Context: an optimization exercise on an open-source flow, tuned for small area, a short achievable clock period and few clock cycles. The choices shown serve that exercise and are no tape-out recipe.

==> try-fjord: inputs <==
// pn_eval_core
module pn_eval_core
#(
    parameter int unsigned OPND_W    = 3,
    parameter int unsigned DATA_W    = 32,
    parameter int unsigned TOK_DEPTH = 16,
    parameter int unsigned STK_DEPTH = 8
) (
    input  logic                     clk,
    input  logic                     rst,
    input  logic                     in_valid,
    input  logic                     mode,
    input  logic                     operator,
    input  logic [OPND_W-1:0]        in,
    output logic                     busy,
    output logic                     out_valid,
    output logic signed [DATA_W-1:0] out,
    output logic                     err
);
    localparam int unsigned TOK_W  = OPND_W + 1;
    localparam int unsigned TCNT_W = $clog2(TOK_DEPTH + 1);
    localparam int unsigned TIDX_W = $clog2(TOK_DEPTH);
    localparam int unsigned SCNT_W = $clog2(STK_DEPTH + 1);
    localparam int unsigned SIDX_W = $clog2(STK_DEPTH);
    localparam int unsigned RF_D   = STK_DEPTH - 2;
    localparam int unsigned OS_D   = 5;                 
    localparam int unsigned DCNT_W = TCNT_W + 1;        
  ...
==> flow/config.mk <==
export PLATFORM = sky130hd
export DESIGN_NAME = pn_eval_core
export DESIGN_NICKNAME = pn_eval_core
export VERILOG_FILES = /design/flow/design.v
export SDC_FILE = /design/flow/constraint.sdc
export NUM_CORES = 4
export LEC_CHECK = 0
export CAP_MARGIN = 20
export CORE_MARGIN = 2
export CORE_UTILIZATION = 45
export SLEW_MARGIN = 20
==> flow/constraint.sdc <==
create_clock -name core_clock -period 11.0 [get_ports {clk}]
set_input_delay 2.2000 -clock core_clock [delete_from_list [all_inputs] [get_ports {clk}]]
set_output_delay 2.2000 -clock core_clock [all_outputs]
set_load 0.01 [all_outputs]
standard.sh (not shown) runs the stock make flow with config.mk's settings and CLKGATE_MAP_FILE= SYNTH_SCRIPT=/design/flow/synth_recipe.tcl, a recipe that flattens the netlist after the stock synthesis.
==> flow/flow/run.sh <==
#!/bin/bash
set -euo pipefail
bash standard.sh SETUP_SLACK_MARGIN=6.5 finish > standard.log 2>&1
==> inputs of try-lagoon, as changes to try-fjord <==
--- a/flow/design.v
+++ b/flow/design.v
@@ -290,16 +290,14 @@
     assign bad     = ovf || (mode_q ? !pre_ok : !post_ok);
     logic              busy_d, out_valid_d, err_d;
     logic [DATA_W-1:0] out_d, out_sel, rf0_d;
     logic [SIDX_W-1:0] oidx_d;
     logic [SCNT_W-1:0] ocnt_d;
     logic              oasc_d, done_next, eng_reset, ended;
     assign done_next = !hd_v_d && !casc_d && !cpa_d && !acc_d;
-    logic alu_wr;
-    assign alu_wr    = eng_on && is_alu;
     assign out_sel   = (oidx == SIDX_W'(sp - SCNT_W'(1))) ? t0 :
                        (oidx == SIDX_W'(sp - SCNT_W'(2))) ? t1 : rf_rd;
     assign rf0_d     = (rf_we && sp == SCNT_W'(2)) ? t1 : rf[0];
     always_comb begin
         state_d     = state;
         busy_d      = busy;
         out_valid_d = 1'b0;
@@ -350,22 +348,17 @@
         endcase
         if (ended) begin
             if (state == pn_pkg::RUN && bad) begin
                 out_valid_d = 1'b1;
                 err_d       = 1'b1;
                 busy_d      = 1'b0;
                 state_d     = pn_pkg::IDLE;
-            end else if (done_next && !revf_d && sp_d == SCNT_W'(1) && alu_wr) begin
-                state_d = pn_pkg::OUT;
-                oidx_d  = '0;
-                ocnt_d  = SCNT_W'(1);
-                oasc_d  = 1'b1;
             end else if (done_next && !revf_d) begin
                 out_valid_d = 1'b1;
-                out_d       = (sp_d == SCNT_W'(1)) ? h_val :
+                out_d       = (sp_d == SCNT_W'(1)) ? t0_d :
                               (sp_d == SCNT_W'(2)) ? t1_d : rf0_d;
                 oidx_d      = SIDX_W'(1);
                 ocnt_d      = sp_d - SCNT_W'(1);
                 oasc_d      = 1'b1;
                 if (sp_d == SCNT_W'(1)) begin
                     busy_d  = 1'b0;
                     state_d = pn_pkg::IDLE;
==> flow/config.mk (replaced) <==
export PLATFORM = sky130hd
export DESIGN_NAME = pn_eval_core
export DESIGN_NICKNAME = pn_eval_core
export VERILOG_FILES = /design/flow/design.v
export SDC_FILE = /design/flow/constraint.sdc
export NUM_CORES = 4
export LEC_CHECK = 0
export CAP_MARGIN = 20
export CORE_MARGIN = 2
export CORE_UTILIZATION = 60
export SLEW_MARGIN = 20
==> inputs of try-sierra, as changes to try-fjord <==
--- a/flow/design.v
+++ b/flow/design.v
@@ -104,17 +104,19 @@
     logic              os_l  [OS_D];
     logic [1:0]        os_op [OS_D];
     logic              casc, revf;
     logic [DATA_W-1:0] ms;
     logic              cpa, acc;
     logic              imm_q;
     logic [1:0]        aop_q;
+    logic              sa_ms, sa_t0, sa_t1, sb_t0, sb_bit, sb_imm;
     logic [SIDX_W-1:0] oidx;
-    logic [SCNT_W-1:0] ocnt;
     logic              oasc;
+    logic              mode_n, casc_n, os_v0_n, os_l0_n, pre_n, cpa_n, acc_n;
+    logic              imm_n;
     logic              rev, pre, eng_on;
     logic [DATA_W-1:0] h_val;
     kind_t             kind;
     logic [1:0]        eop;
     logic              is_alu, mul_first, complete, consume;
     assign rev    = (state == pn_pkg::REV);
     assign pre    = mode_q & ~rev;
@@ -131,16 +133,17 @@
     assign mul_first = is_alu && (eop == pn_pkg::OP_MUL) && !cpa;
     assign complete  = (kind != K_NONE) && !mul_first;
     assign consume   = complete && (kind != K_CASC);
     logic [DATA_W-1:0] alu_a, alu_b, alu_r;
     logic              small0, small1, x_is0, csa_now;
     logic [DATA_W-1:0] mx, r0, r1, r2, cs_s, cs_c;
     logic [2:0]        mm;
-    assign alu_a = (cpa || acc) ? ms : (imm_q ? t0 : t1);
-    assign alu_b = cpa ? t0 : (acc ? (t1 & {DATA_W{t0[0]}}) : (imm_q ? h_val : t0));
+    assign alu_a = ({DATA_W{sa_ms}} & ms) | ({DATA_W{sa_t0}} & t0) | ({DATA_W{sa_t1}} & t1);
+    assign alu_b = ({DATA_W{sb_t0}} & t0) | ({DATA_W{sb_bit && t0[0]}} & t1) |
+                   ({DATA_W{sb_imm}} & h_val);
     pn_alu #(.DATA_W(DATA_W)) u_alu (
         .a      (alu_a),
         .b      (alu_b),
         .op     (aop_q),
         .swap   (rev),
         .result (alu_r)
     );
@@ -274,43 +277,56 @@
                 hd_v_d = tok_we;
             end
         end else if (!hd_v) begin
             hd_d   = {operator, in};
             hd_v_d = tok_we;
         end
     end
-    logic signed [DCNT_W-1:0] dd, dp_n, dt, dmax_f, dmin_f;
-    logic                     post_ok, pre_ok, bad;
+    logic signed [DCNT_W-1:0] dd, dp_n, dmax_f, dmin_f;
+    logic signed [DCNT_W-1:0] c_dp, c_mx, c_mn, t_op, t_num;
+    logic                     c_perr, bad, bad_op, bad_num, bad_op_d, bad_num_d;
     assign dd      = tq_op ? D_MONE : D_ONE;
     assign dp_n    = dp + dd;
-    assign dt      = tq_v ? dp_n : dp;
     assign dmax_f  = (tq_v && dp > dmax) ? dp : dmax;
     assign dmin_f  = (tq_v && dp < dmin) ? dp : dmin;
-    assign post_ok = !perr && (dt >= D_ONE) && (dt <= D_MAX);
-    assign pre_ok  = (dt > dmax_f) && (dt <= dmin_f + D_MAX);
-    assign bad     = ovf || (mode_q ? !pre_ok : !post_ok);
+    assign c_dp    = eng_reset ? '0 : (tq_v ? dp_n : dp);
+    assign c_mx    = eng_reset ? '0 : dmax_f;
+    assign c_mn    = eng_reset ? '0 : dmin_f;
+    assign c_perr  = !eng_reset && (perr || (tq_v && (dp_n < D_ONE || dp_n > D_MAX)));
+    assign t_op    = c_dp + D_MONE;
+    assign t_num   = c_dp + D_ONE;
+    always_comb begin
+        if (mode_n) begin
+            bad_op_d  = !((t_op > c_mx) && (t_op > c_dp) &&
+                          (t_op <= c_mn + D_MAX) && (t_op <= c_dp + D_MAX));
+            bad_num_d = !((t_num > c_mx) && (t_num > c_dp) &&
+                          (t_num <= c_mn + D_MAX) && (t_num <= c_dp + D_MAX));
+        end else begin
+            bad_op_d  = c_perr || (t_op < D_ONE) || (t_op > D_MAX);
+            bad_num_d = c_perr || (t_num < D_ONE) || (t_num > D_MAX);
+        end
+    end
+    assign bad     = ovf || !tq_v || (tq_op ? bad_op : bad_num);
     logic              busy_d, out_valid_d, err_d;
     logic [DATA_W-1:0] out_d, out_sel, rf0_d;
     logic [SIDX_W-1:0] oidx_d;
-    logic [SCNT_W-1:0] ocnt_d;
     logic              oasc_d, done_next, eng_reset, ended;
     assign done_next = !hd_v_d && !casc_d && !cpa_d && !acc_d;
     logic alu_wr;
     assign alu_wr    = eng_on && is_alu;
     assign out_sel   = (oidx == SIDX_W'(sp - SCNT_W'(1))) ? t0 :
                        (oidx == SIDX_W'(sp - SCNT_W'(2))) ? t1 : rf_rd;
     assign rf0_d     = (rf_we && sp == SCNT_W'(2)) ? t1 : rf[0];
     always_comb begin
         state_d     = state;
         busy_d      = busy;
         out_valid_d = 1'b0;
         out_d       = '0;
         err_d       = 1'b0;
         oidx_d      = oidx;
-        ocnt_d      = ocnt;
         oasc_d      = oasc;
         eng_reset   = 1'b0;
         ended       = 1'b0;
         case (state)
             pn_pkg::IDLE: begin
                 busy_d = 1'b0;
                 if (in_valid) begin
@@ -328,24 +344,22 @@
             pn_pkg::REV0: begin
                 state_d = pn_pkg::REV;
             end
             pn_pkg::REV: begin
                 if (consume && rp == '0) begin
                     state_d = pn_pkg::OUT;
                     oidx_d  = SIDX_W'(sp_d - SCNT_W'(1));
-                    ocnt_d  = sp_d;
                     oasc_d  = 1'b0;
                 end
             end
             pn_pkg::OUT: begin
                 out_valid_d = 1'b1;
                 out_d       = out_sel;
                 oidx_d      = oasc ? oidx + SIDX_W'(1) : oidx - SIDX_W'(1);
-                ocnt_d      = ocnt - SCNT_W'(1);
-                if (ocnt == SCNT_W'(1)) begin
+                if (oasc ? (oidx == SIDX_W'(sp - SCNT_W'(1))) : (oidx == '0)) begin
                     busy_d  = 1'b0;
                     state_d = pn_pkg::IDLE;
                 end
             end
             default: state_d = pn_pkg::IDLE;
         endcase
         if (ended) begin
@@ -353,44 +367,42 @@
                 out_valid_d = 1'b1;
                 err_d       = 1'b1;
                 busy_d      = 1'b0;
                 state_d     = pn_pkg::IDLE;
             end else if (done_next && !revf_d && sp_d == SCNT_W'(1) && alu_wr) begin
                 state_d = pn_pkg::OUT;
                 oidx_d  = '0;
-                ocnt_d  = SCNT_W'(1);
                 oasc_d  = 1'b1;
             end else if (done_next && !revf_d) begin
                 out_valid_d = 1'b1;
                 out_d       = (sp_d == SCNT_W'(1)) ? h_val :
                               (sp_d == SCNT_W'(2)) ? t1_d : rf0_d;
                 oidx_d      = SIDX_W'(1);
-                ocnt_d      = sp_d - SCNT_W'(1);
                 oasc_d      = 1'b1;
                 if (sp_d == SCNT_W'(1)) begin
                     busy_d  = 1'b0;
                     state_d = pn_pkg::IDLE;
                 end else begin
                     state_d = pn_pkg::OUT;
                 end
             end else if (done_next) begin
                 state_d = pn_pkg::REV0;
             end else begin
                 state_d = pn_pkg::WAIT;
             end
         end
     end
-    logic              mode_n, casc_n, os_v0_n, os_l0_n, pre_n, cpa_n, acc_n;
     assign mode_n  = eng_reset ? mode : mode_q;
     assign casc_n  = !eng_reset && casc_d;
     assign os_v0_n = !eng_reset && os_v_d[0];
     assign os_l0_n = os_l_d[0];
     assign pre_n   = mode_n && (state_d != pn_pkg::REV);
     assign cpa_n   = !eng_reset && cpa_d;
     assign acc_n   = !eng_reset && acc_d;
+    assign imm_n   = !casc_n && pre_n && hd_v_d && !hd_d[TOK_W-1] && os_v0_n && os_l0_n;
     always_ff @(posedge clk) begin
         if (rst) begin
             state     <= pn_pkg::IDLE;
             busy      <= 1'b0;
             out_valid <= 1'b0;
             out       <= '0;
             err       <= 1'b0;
@@ -425,15 +437,17 @@
             if (tq_v) begin
                 dp   <= dp_n;
                 dmax <= dmax_f;
                 dmin <= dmin_f;
                 if (dp_n < D_ONE || dp_n > D_MAX) perr <= 1'b1;
             end
         end
-        mode_q <= mode_n;
+        mode_q  <= mode_n;
+        bad_op  <= bad_op_d;
+        bad_num <= bad_num_d;
     end
     always_ff @(posedge clk) begin
         if (eng_reset) begin
             rp   <= '0;
             sp   <= '0;
             revf <= 1'b0;
             cpa  <= 1'b0;
@@ -452,15 +466,21 @@
         end
         casc <= casc_n;
         for (int i = 0; i < int'(OS_D); i++) begin
             os_v[i]  <= (i == 0) ? os_v0_n : (!eng_reset && os_v_d[i]);
             os_l[i]  <= os_l_d[i];
             os_op[i] <= os_op_d[i];
         end
-        imm_q <= !casc_n && pre_n && hd_v_d && !hd_d[TOK_W-1] && os_v0_n && os_l0_n;
+        imm_q <= imm_n;
+        sa_ms  <= cpa_n || acc_n;
+        sa_t0  <= !cpa_n && !acc_n && imm_n;
+        sa_t1  <= !cpa_n && !acc_n && !imm_n;
+        sb_t0  <= cpa_n || (!acc_n && !imm_n);
+        sb_bit <= !cpa_n && acc_n;
+        sb_imm <= !cpa_n && !acc_n && imm_n;
         if (cpa_n || acc_n)
             aop_q <= pn_pkg::OP_ADD;
         else if (!pre_n && hd_d[TOK_W-1])
             aop_q <= hd_d[1:0];
         else
             aop_q <= os_op_d[0];
         t0 <= t0_d;
@@ -469,11 +489,10 @@
         if (eng_on && rf_we) begin
             for (int j = 0; j < int'(RF_D); j++)
                 if (sp == SCNT_W'(j + 2)) rf[j] <= t1;
         end
         hd   <= hd_d;
         hd_v <= hd_v_d;
         oidx <= oidx_d;
-        ocnt <= ocnt_d;
         oasc <= oasc_d;
     end
 endmodule
==> flow/flow/run.sh (replaced) <==
#!/bin/bash
set -euo pipefail
bash standard.sh SETUP_SLACK_MARGIN=7 finish > standard.log 2>&1
==> flow/config.mk (replaced) <==
export PLATFORM = sky130hd
export DESIGN_NAME = pn_eval_core
export DESIGN_NICKNAME = pn_eval_core
export VERILOG_FILES = /design/flow/design.v
export SDC_FILE = /design/flow/constraint.sdc
export NUM_CORES = 4
export LEC_CHECK = 0
export CAP_MARGIN = 20
export CORE_MARGIN = 2
export CORE_UTILIZATION = 50
export SLEW_MARGIN = 20
==> summary of the runs <==
Sequential share of layout area: try-fjord > try-lagoon > try-sierra. try-lagoon finished clean. try-sierra finished with timing, DRC and antenna clean. try-fjord completed without violations. In try-sierra the wire length is higher than in try-fjord, by about 6%. Utilization: try-fjord < try-sierra < try-lagoon. Final cell count: try-lagoon is lower than try-fjord (about 3.5%). Non-clock buffer count: try-sierra is higher than try-lagoon (26).
==> figures <==
item	try-sierra	try-lagoon	try-fjord
Critical path's most frequent cell	sky130_fd_sc_hd__buf_6	-	sky130_fd_sc_hd__o21a_1
R2R cell count	19	19	21
Critical Path Stages	19	19	21
Area of the core region	57590 um^2	46750 um^2	64120 um^2
Outcome	complete, no violations	complete, no violations	complete, no violations
Global routing usage on met3	0.06855	0.08309	0.05830
Post-route standard cell area excluding fillers	35440 um^2	34060 um^2	33610 um^2
CP max stage cell	sky130_fd_sc_hd__edfxtp_1	sky130_fd_sc_hd__or3_2	sky130_fd_sc_hd__dfxtp_4
Sequential element share of the synthesized area	0.4390	0.4334	0.4373
CP Buf/Inv Count	6	7	4
Post-Syn Area per Cell	9.916 um^2	9.345 um^2	9.558 um^2
No functional check of the RTL was part of any run of this note.

## separate check: timing with driven ports
Ports are ideal in the flow. The routed layouts listed here were re-timed in OpenROAD. Step 1: set_driving_cell puts a clkbuf_16 on clk and a buf_2 on each other input, an assumption about the parent block. Step 2 moves the port delays by t, midway between the first and last clock arrival at a register: inputs arrive t later, outputs are due t later. That takes back most of the time a late clock gives input paths. a / b / c = ideal / step 1 / step 2; a / b = the first two.
run | shift t [ns] | slack for setup (ns) | worst hold slack (ns) | worst data-port slew with drivers (ns) | cell pins on the clock port's net
try-fjord | 0.684 | 6.518 / 6.518 / 6.426 | 0.452 / 0.452 / 0.452 | 0.09 | 1
try-lagoon | 0.651 | 6.160 / 6.160 / 6.160 | 0.456 / 0.456 / 0.456 | 0.04 | 1
try-sierra | 0.667 | 6.710 / 6.710 / 6.089 | 0.461 / 0.461 / 0.461 | 0.05 | 1
After both steps setup and hold are still met in every run listed. The setup slack of try-sierra, which loses most, moves by 0.000 ns with the drivers and by -0.621 ns with both steps.
